Source: an optimization exercise on an open RTL-to-GDS flow (aim: small area, a short achievable clock period and few clock cycles per item). Production flows keep margins and buffers that such runs may drop. At most, simulation tests tie the RTL to the original design; equivalence was not proved. Power is estimated from default activity; no workload was simulated.

Design pvrtc_quad_decoder_unit, start of the top module:
module pvrtc_quad_decoder_unit #(
    parameter int unsigned MAX_WORDS_LOG2 = 10
) (
    input  wire logic         i_clk,
    input  wire logic         i_rst_n,
    input  wire logic         i_valid,
    input  wire logic [275:0] i_in_word,
    output logic              o_stall,
    output logic              o_valid,
    output logic [57:0]       o_out_word,
    input  wire logic         i_stall,
    input  wire logic         i_cfg_valid,
    output logic              o_cfg_ready,
    input  wire logic [1:0]   i_cfg_index,
    input  wire logic [3:0]   i_cfg_data
);
clock: 10.0 ns
lec_check: 0
cap_margin: 20
core_margin: 2
core_utilization: 40
slew_margin: 20
buffer_ports_args: -buffer_cell sky130_fd_sc_hd__buf_1
cts_buf_list: sky130_fd_sc_hd__clkbuf_16
cts_cluster_size: 25
cts_cluster_diameter: 80
setup_slack_margin: 6.3
standard.sh (not shown) runs the stock make flow with config.mk's settings and CLKGATE_MAP_FILE= SYNTH_SCRIPT=/design/flow/synth_recipe.tcl, a recipe that flattens the netlist after the stock synthesis.
==> flow/flow/run.sh <==
#!/bin/bash
# The standard layout (standard.sh) with three changes to how it is made:
# plain buf_1 cells as the port buffers (buffer_ports otherwise picks delay
# cells); a clock tree of clkbuf_16 in clusters of up to 25 sinks within
# 80 um; and a setup margin for the resizer's timing repair so that it works
# the register-to-register paths below the 10 ns clock.
set -euo pipefail
{
  echo 'export BUFFER_PORTS_ARGS = -buffer_cell sky130_fd_sc_hd__buf_1'
  echo 'export CTS_BUF_LIST = sky130_fd_sc_hd__clkbuf_16'
  echo 'export CTS_CLUSTER_SIZE = 25'
  echo 'export CTS_CLUSTER_DIAMETER = 80'
  echo 'export SETUP_SLACK_MARGIN = 6.3'
} >> config.mk
bash standard.sh > standard.log 2>&1
The first run produced a clean layout.
Testbench counts at the start, summed over its fixed seeds: cycles 38,528, pixels 36,864.
Change:
--- a/flow/flow/run.sh
+++ b/flow/flow/run.sh
@@ -11,5 +11,5 @@
   echo 'export CTS_CLUSTER_SIZE = 25'
   echo 'export CTS_CLUSTER_DIAMETER = 80'
-  echo 'export SETUP_SLACK_MARGIN = 6.3'
+  echo 'export SETUP_SLACK_MARGIN = 6.5'
 } >> config.mk
 bash standard.sh > standard.log 2>&1
- SETUP_SLACK_MARGIN: 6.3 -> 6.5
The new run went through all stages and came out clean.
Worst setup slack is better by 88 ps.
Routed wire length grows by about 4%.
Non-clock buffer count grows by 66.
Total power grows by 7.1%.
Area after synthesis does not change.

========
## lane 1
pvrtc_quad_decoder_unit, a different RTL version from the one above (not shown whole).
Size: roughly 3700 cells after synthesis, about 590 flip-flops, roughly 350 I/O pins.
clock: 10.0 ns
lec_check: 0
cap_margin: 20
core_margin: 2
core_utilization: 40
slew_margin: 20
buffer_ports_args: -buffer_cell sky130_fd_sc_hd__buf_1
cts_buf_list: sky130_fd_sc_hd__clkbuf_16
cts_cluster_size: 25
cts_cluster_diameter: 80
setup_slack_margin: 6.75
==> flow/flow/run.sh <==
#!/bin/bash
# The standard layout (standard.sh) with three changes to how it is made:
# plain buf_1 cells as the port buffers (buffer_ports otherwise picks delay
# cells); a clock tree of clkbuf_16 in clusters of up to 25 sinks within
# 80 um; and a setup margin for the resizer's timing repair so that it works
# the register-to-register paths below the 10 ns clock.
set -euo pipefail
{
  echo 'export BUFFER_PORTS_ARGS = -buffer_cell sky130_fd_sc_hd__buf_1'
  echo 'export CTS_BUF_LIST = sky130_fd_sc_hd__clkbuf_16'
  echo 'export CTS_CLUSTER_SIZE = 25'
  echo 'export CTS_CLUSTER_DIAMETER = 80'
  echo 'export SETUP_SLACK_MARGIN = 6.75'
} >> config.mk
bash standard.sh > standard.log 2>&1
For lane 2, these inputs were changed with respect to lane 1:
- SETUP_SLACK_MARGIN: 6.75 -> 6.5
-- flow/flow/run.sh --
<<< lane 1, line 12
  echo 'export CTS_CLUSTER_DIAMETER = 80'
  echo 'export SETUP_SLACK_MARGIN = 6.75'
} >> config.mk
>>> lane 2, line 12
  echo 'export CTS_CLUSTER_DIAMETER = 80'
  echo 'export SETUP_SLACK_MARGIN = 6.5'
} >> config.mk
[summary]
Lane 2: done, clean on timing, DRC and antenna
As of lane 2, first-pass GRT wire length had fallen slightly compared to lane 1.
Lane 2 vs lane 1, most used routing layer: met1 vs met2
Looking only at met2 wire length, and setting everything else aside, the higher value of lane 1 and lane 2 goes to lane 1.
The total power after layout in lane 2 is 0.949 times that in lane 1.
From lane 1 to lane 2 the numbers moved as follows: portion of total power attributed to sequential cells higher, portion of the layout cell area used by clock cells stayed essentially flat, critical path data required time moved down.
Final standard cell utilization of the core (lower): lane 2
No functional check of the RTL was part of any run of this note.

========
## violet
pvrtc_quad_decoder_unit, a different RTL version from the one above (not shown whole).
Size in the first run: roughly 3600 cells after synthesis, ~590 flip-flops, about 350 I/O pins, ~41000 µm² of cells after synthesis.
Settings: LEC_CHECK=0, CAP_MARGIN=20, CORE_MARGIN=2, CORE_UTILIZATION=40, SLEW_MARGIN=20, BUFFER_PORTS_ARGS=-buffer_cell sky130_fd_sc_hd__buf_1, CTS_BUF_LIST=sky130_fd_sc_hd__clkbuf_8, SETUP_SLACK_MARGIN=6.5; clock period 10.0 ns.
==> flow/flow/run.sh <==
#!/bin/bash
# The standard layout (standard.sh) with three changes to how it is made:
# plain buf_1 cells as the port buffers (buffer_ports otherwise picks delay
# cells), clkbuf_8 for the clock tree, and a setup margin for the resizer's
# timing repair so that it works the register-to-register paths below the
# 10 ns clock.
set -euo pipefail
echo 'export BUFFER_PORTS_ARGS = -buffer_cell sky130_fd_sc_hd__buf_1' >> config.mk
echo 'export CTS_BUF_LIST = sky130_fd_sc_hd__clkbuf_8' >> config.mk
echo 'export SETUP_SLACK_MARGIN = 6.5' >> config.mk
bash standard.sh > standard.log 2>&1
Testbench counts of violet, summed over its fixed seeds: cycles 38,528, pixels 36,864.
#### Input delta (onyx over violet)
- an added CTS_CLUSTER_DIAMETER of 80
- an added CTS_CLUSTER_SIZE of 25
- a change of CTS_BUF_LIST from sky130_fd_sc_hd__clkbuf_8 to sky130_fd_sc_hd__clkbuf_16
==> flow/flow/run.sh <==
#!/bin/bash
# The standard layout (standard.sh) with three changes to how it is made:
# plain buf_1 cells as the port buffers (buffer_ports otherwise picks delay
# cells); a clock tree of clkbuf_16 in clusters of up to 25 sinks within
# 80 um; and a setup margin for the resizer's timing repair so that it works
# the register-to-register paths below the 10 ns clock.
set -euo pipefail
{
  echo 'export BUFFER_PORTS_ARGS = -buffer_cell sky130_fd_sc_hd__buf_1'
  echo 'export CTS_BUF_LIST = sky130_fd_sc_hd__clkbuf_16'
  echo 'export CTS_CLUSTER_SIZE = 25'
  echo 'export CTS_CLUSTER_DIAMETER = 80'
  echo 'export SETUP_SLACK_MARGIN = 6.5'
} >> config.mk
bash standard.sh > standard.log 2>&1
Results
Each of the runs, namely violet and onyx, reached the end of the flow and came out clean.
Diff violet and onyx: number of gates given a new drive strength after cts higher in violet
The first-pass GRT wire length of onyx is lower than that of violet.
[onyx] total power fell about 2.6% relative to violet
From onyx to violet, full die area did not move at all.
When the final numbers for violet and onyx were put side by side, the via count of the first global-routing pass turned out to be smaller in onyx.
Part of the total power dissipated in the clock network for onyx: 2.3 points down relative to violet
Share of final layout cell area taken by non-clock buffers: violet vs onyx — no meaningful difference
Min core utilization across violet and onyx: onyx
Area: onyx vs violet -> onyx smaller

==> re-timing with driven ports <==
Ports are ideal in the flow. The routed layouts listed here were re-timed in OpenROAD.
Step 1 sets driving cells, clkbuf_16 on the clock port and buf_2 on the other inputs (assumed; they add their load-dependent delay and slew).
Step 2 also shifts input and output timing later by t, the mid clock arrival at the registers, as if the neighbouring blocks saw the same clock.
Three values: no drivers, after step 1, after step 2; two values: the first two.
| run | t, ns | setup slack, ns | worst register clock-pin slew, ns |
|---|---|---|---|
| the first run of note 1 | 0.657 | 6.371 / 6.371 / 5.960 | 0.10 / 0.10 |
| the second run of note 1 | 0.667 | 6.459 / 6.459 / 6.153 | 0.10 / 0.10 |
| lane 1 | 0.685 | 6.488 / 6.488 / 6.221 | 0.10 / 0.10 |
| lane 2 | 0.675 | 6.472 / 6.472 / 6.045 | 0.10 / 0.10 |
| violet | 0.786 | 6.459 / 6.459 / 5.950 | 0.08 / 0.08 |
| onyx | 0.666 | 6.519 / 6.519 / 6.066 | 0.10 / 0.10 |
After both steps setup and hold are still met in every run listed. For violet, which loses most, drivers alone change the setup slack by 0.000 ns; drivers and shift together by -0.509 ns.
